Background: an optimization exercise with open tools, aiming at small area, a short achievable clock period and few clock cycles per item. Do not read the settings as production practice. In this exercise RTL edits were held to simulation tests only and were not proved equivalent to the original.

## before
// muldiv_ctrl
module muldiv_ctrl (
  input  logic            clk,
  input  logic            resetn,
  input  logic            op_valid,
  input  logic [1:0]      mult,
  input  logic [1:0]      div,
  input  logic [1:0]      mfhl,
  input  logic [1:0]      mthl,
  input  logic [XLEN-1:0] src_a,
  input  logic [XLEN-1:0] src_b,
  input  logic            flush,
  output logic            stall,
  output logic            busy,
  output logic [XLEN-1:0] hi,
  output logic [XLEN-1:0] lo,
  output logic [XLEN-1:0] mf_data
);
Size: ~3,400 cells after synthesis, roughly 180 flip-flops, about 0.023 mm^2 of cells after synthesis.
Settings: LEC_CHECK=0, ABC_AREA=1, CAP_MARGIN=20, CORE_MARGIN=2, CORE_UTILIZATION=40, SETUP_SLACK_MARGIN=4.5, SLEW_MARGIN=20; clock period 10.0 ns.
run.sh (not shown) runs the stock make flow with config.mk's settings and CLKGATE_MAP_FILE= SYNTH_SCRIPT=/design/flow/synth_recipe.tcl, a recipe that flattens the netlist after the stock synthesis.
Testbench counts of before, summed over its fixed seeds: cycles 13,461, items 4,800.
diff inputs: before => after
- an added ABC_CLOCK_PERIOD_IN_PS of 5000
- a deleted ABC_AREA that had been 1
- a change of SETUP_SLACK_MARGIN from 4.5 to 4
## What came out
The placed wire-length estimate was comparable across after and before.
As of after, design area had fallen by a few percent compared to before.


Starting RTL as in the previous note.
export LEC_CHECK = 0
export ABC_AREA = 1
export CAP_MARGIN = 20
export CORE_MARGIN = 2
export CORE_UTILIZATION = 40
export SETUP_SLACK_MARGIN = 4
export SLEW_MARGIN = 20
export TNS_END_PERCENT = 10
create_clock -name core_clock -period 10.0 [get_ports {clk}]
Testbench counts at the start, summed over its fixed seeds: cycles 13,461, items 4,800.
Then changed:
- ABC_AREA: 1 -> unset
- ABC_CLOCK_PERIOD_IN_PS: unset -> 4500
- SETUP_SLACK_MARGIN: 4 -> 5
- TNS_END_PERCENT: 10 -> unset
The changed run passed the timing, design-rule and antenna checks.
Global-route usage came out lower by 0.47 points.
Non-clock buffer count came out higher by 228.
Hold slack gains 0.013 ns.
Wire length came out higher by 4.9%.
Cell area came out higher by 20%.
Clock-buffer cell count stays the same.
Sequential cell count stays the same.
Worst setup slack gains 0.19 ns.


north:
The RTL this note starts from:
==> flow/design.v <==
package muldiv_pkg;
  localparam int unsigned XLEN = 32;
  localparam logic [2:0] S_IDLE  = 3'd0;   
  localparam logic [2:0] S_MUL   = 3'd1;   
  localparam logic [2:0] S_DNORM = 3'd2;   
  localparam logic [2:0] S_DIV   = 3'd3;   
  localparam logic [2:0] S_DFIX  = 3'd4;   
endpackage
module div_step (
  input  logic [32:0] r,
  input  logic [33:0] x,
  input  logic        cin,
  input  logic [36:0] sum,
  input  logic        rneg,
  output logic [32:0] r_out,
  output logic        q
);
  logic [33:0] ra, t, g;
  logic        zero;
  assign ra   = {r[32], r};
  assign t    = ra ^ x;
  assign g    = {ra[32:0] | x[32:0], cin};
  assign zero = (t == g);
  assign q     = rneg ? (sum[36] | zero) : ~sum[36];
  assign r_out = q ? sum[32:0] : r;
endmodule
import muldiv_pkg::*;
module muldiv_ctrl (
  input  logic            clk,
  input  logic            resetn,
  input  logic            op_valid,
  input  logic [1:0]      mult,
  input  logic [1:0]      div,
  input  logic [1:0]      mfhl,
  input  logic [1:0]      mthl,
  input  logic [XLEN-1:0] src_a,
  input  logic [XLEN-1:0] src_b,
  input  logic            flush,
  output logic            stall,
  output logic            busy,
  output logic [XLEN-1:0] hi,
  output logic [XLEN-1:0] lo,
  output logic [XLEN-1:0] mf_data
);
  logic [2:0]  state;
  logic [4:0]  cnt;       
  logic [32:0] R;         
  logic [31:0] Q;         
  logic [33:0] X;         
  logic        dsub;      
  logic        rneg;      
  logic        qneg;      
  logic        msgn;      
  logic [1:0]  mlen;      
  logic any_op, accept;
  assign any_op  = |{mult, div, mfhl, mthl};
  assign busy    = (state != S_IDLE);
  assign stall   = op_valid & any_op & busy & ~flush;
  assign accept  = op_valid & ~busy & ~flush;
  assign mf_data = mfhl[1] ? hi : lo;
  function automatic [1:0] blen;
    input [31:0] x;
    input        sg;
    begin
      if (sg && x[31])
        blen = (&x[31:7])  ? 2'd0 :
               (&x[31:15]) ? 2'd1 :
               (&x[31:23]) ? 2'd2 : 2'd3;
      else
        blen = (~|x[31:8])  ? 2'd0 :
               (~|x[31:16]) ? 2'd1 :
               (~|x[31:24]) ? 2'd2 : 2'd3;
    end
  endfunction
  function automatic [5:0] bitlen;
    input [31:0] x;
    integer i;
    begin
      bitlen = 6'd0;
      for (i = 0; i < 32; i = i + 1)
        if (x[i]) bitlen = 6'(i + 1);
    end
  endfunction
  logic        msg, dsg, sa, sb;
  logic [1:0]  la, lb;
  logic        swap;
  logic [31:0] m_op, x_op;
  logic [31:0] a_mag, b_mag;    
  logic [31:0] a_smear;
  logic        div_zero_q;
  logic [5:0]  na, nb;
  logic [5:0]  shd;
  assign msg = mult[0];
  assign dsg = div[0];
  assign la  = blen(src_a, msg);
  assign lb  = blen(src_b, msg);
  assign swap = (la < lb);
  assign m_op = swap ? src_a : src_b;
  assign x_op = swap ? src_b : src_a;
  assign sa = dsg & src_a[31];
  assign sb = dsg & src_b[31];
  assign a_mag = sa ? {~src_a[30:0], 1'b1} : src_a;
  assign b_mag = sb ? (~src_b | 32'd1) : src_b;
  always_comb begin
    a_smear = a_mag;
    a_smear = a_smear | (a_smear >> 1);
    a_smear = a_smear | (a_smear >> 2);
    a_smear = a_smear | (a_smear >> 4);
    a_smear = a_smear | (a_smear >> 8);
    a_smear = a_smear | (a_smear >> 16);
  end
  assign div_zero_q = |(b_mag & ~a_smear);
  assign na  = bitlen(a_mag);
  assign nb  = bitlen(b_mag);
  assign shd = na - nb;
  logic        m_last, neg3, in_div, cin;
  logic [3:0]  nib;
  logic [36:0] xe, r0, r1, r2, r3, msum;
  logic [32:0] m_rn;
  logic [31:0] m_qn;
  logic [64:0] m_p;
  logic [31:0] m_hi, m_lo;
  assign m_last = (cnt == 5'd0);
  assign in_div = (state == S_DIV);
  assign neg3   = msgn & m_last & ~in_div;
  assign nib    = in_div ? 4'b0001 : Q[3:0];
  assign cin    = in_div ? dsub : (Q[3] & neg3);
  assign xe     = {{3{X[33]}}, X};
  assign r0     = nib[0] ? xe : 37'd0;
  assign r1     = nib[1] ? {xe[35:0], 1'b0} : 37'd0;
  assign r2     = nib[2] ? {xe[34:0], 2'b0} : 37'd0;
  assign r3     = nib[3] ? ({xe[33:0], 3'b0} ^ {37{neg3}}) : 37'd0;
  assign msum   = {{4{R[32]}}, R} + r0 + r1 + r2 + r3 + {36'd0, cin};
  assign m_rn   = msum[36:4];
  assign m_qn   = {msum[3:0], Q[31:4]};
  assign m_p    = {m_rn, m_qn};
  always_comb begin
    case (mlen)
      2'd3:    {m_hi, m_lo} = m_p[63:0];
      2'd2:    {m_hi, m_lo} = {{7{m_p[64]}},  m_p[64:8]};
      2'd1:    {m_hi, m_lo} = {{15{m_p[64]}}, m_p[64:16]};
      default: {m_hi, m_lo} = {{23{m_p[64]}}, m_p[64:24]};
    endcase
  end
  logic [32:0] d_rn;
  logic        d_q;
  logic [31:0] d_qn;
  logic [33:0] x_norm;
  div_step u_div_step (
    .r    (R),
    .x    (X),
    .cin  (dsub),
    .sum  (msum),
    .rneg (rneg),
    .r_out(d_rn),
    .q    (d_q)
  );
  assign d_qn   = {Q[30:0], d_q};
  assign x_norm = (X << cnt) ^ {34{dsub}};
  always_ff @(posedge clk or negedge resetn) begin
    if (!resetn) begin
      state <= S_IDLE;
      hi    <= '0;
      lo    <= '0;
    end else begin
      if (flush) begin
        state <= S_IDLE;
      end else begin
        case (state)
          S_IDLE: if (accept) begin
            if (mthl[1]) hi <= src_a;
            if (mthl[0]) lo <= src_a;
            if (|mult) state <= S_MUL;
            if ((|div) && (src_b != 32'd0)) begin
              if (div_zero_q) begin
                hi <= src_a;
                lo <= 32'd0;
              end else begin
                state <= S_DNORM;
              end
            end
          end
          S_MUL: if (m_last) begin
            hi    <= m_hi;
            lo    <= m_lo;
            state <= S_IDLE;
          end
          S_DNORM: state <= S_DIV;
          S_DIV: if (m_last) begin
            state <= S_DFIX;
          end
          S_DFIX: begin
            hi    <= R[31:0];
            lo    <= qneg ? -Q : Q;
            state <= S_IDLE;
          end
          default: state <= S_IDLE;
        endcase
      end
    end
  end
  always_ff @(posedge clk) begin
    if (state == S_IDLE) begin
      if (|mult) begin
        R    <= 33'd0;
        Q    <= m_op;
        X    <= {{2{msg & x_op[31]}}, x_op};
        msgn <= msg & m_op[31];
        mlen <= swap ? la : lb;
        cnt  <= {(swap ? la : lb), 1'b1};
      end else begin
        R    <= {sa, src_a};
        Q    <= 32'd0;
        X    <= {{2{sb}}, src_b};
        dsub <= (sa == sb);
        rneg <= sa;
        qneg <= sa ^ sb;
        cnt  <= shd[4:0];
      end
    end else if (state == S_MUL) begin
      cnt <= cnt - 5'd1;
      R   <= m_rn;
      Q   <= m_qn;
    end else if (state == S_DNORM) begin
      X   <= x_norm;
    end else if (state == S_DIV) begin
      cnt <= cnt - 5'd1;
      R   <= d_rn;
      Q   <= d_qn;
      X   <= {X[33], X[33:1]};
    end
  end
endmodule
export LEC_CHECK = 0
export ABC_AREA = 1
export CAP_MARGIN = 20
export CORE_MARGIN = 2
export CORE_UTILIZATION = 40
export SETUP_SLACK_MARGIN = 3.75
export SLEW_MARGIN = 20
create_clock -name core_clock -period 10.0 [get_ports {clk}]
standard.sh (not shown) runs the stock make flow with config.mk's settings and CLKGATE_MAP_FILE= SYNTH_SCRIPT=/design/flow/synth_recipe.tcl, a recipe that flattens the netlist after the stock synthesis.
==> flow/flow/run.sh <==
#!/bin/bash
# Layout: the standard flow (standard.sh), with two resizer settings changed:
# MATCH_CELL_FOOTPRINT=0 lets sizing pick any drive strength of a cell, and the
# port buffers are plain buffers (buf_2) instead of delay cells.  Every port
# still gets its buffer.  The full make output goes to standard_flow.log.
set -euo pipefail
bash standard.sh MATCH_CELL_FOOTPRINT=0 "BUFFER_PORTS_ARGS=-buffer_cell sky130_fd_sc_hd__buf_2" finish > standard_flow.log 2>&1
Testbench counts of north, summed over its fixed seeds: cycles 13,744, items 4,800.
The following lists how south was set up differently from north:
- swapping 3.75 for 4.25 in SETUP_SLACK_MARGIN
Notes after the runs:
- south: multi-input combinational area share higher than north
- Of north and south, the lower met3 layer usage reported by global route belongs to south.
- Compared with north, south shows a fraction of area in registers that is 0.63 points lower.

-- port drivers added, routing unchanged --
No port has a modelled driver above. Below, the same layouts with a new extraction and two added sets of constraints.
Step 1 sets driving cells, clkbuf_16 on the clock port and buf_2 on the other inputs (assumed; they add their load-dependent delay and slew).
Step 2 moves the port delays by t, midway between the first and last clock arrival at a register: inputs arrive t later, outputs are due t later. That takes back most of the time a late clock gives input paths.
a / b / c = ideal ports / drivers / drivers and shift; a / b = the first two.
run	t (ns)	setup WS [ns]	worst register clock-pin slew, ns
before	0.551	4.408 / 4.408 / 3.965	0.08 / 0.08
after	0.573	3.987 / 4.013 / 3.443	0.09 / 0.09
the first run of note 2	0.558	3.941 / 3.941 / 3.496	0.09 / 0.09
the second run of note 2	0.560	4.132 / 4.132 / 4.132	0.08 / 0.08
north	0.559	4.007 / 4.007 / 3.730	0.10 / 0.10
south	0.564	4.328 / 4.328 / 4.094	0.09 / 0.09
After both steps setup and hold are still met in every run listed. The setup slack of after, which loses most, moves by +0.026 ns with the drivers and by -0.544 ns with both steps.
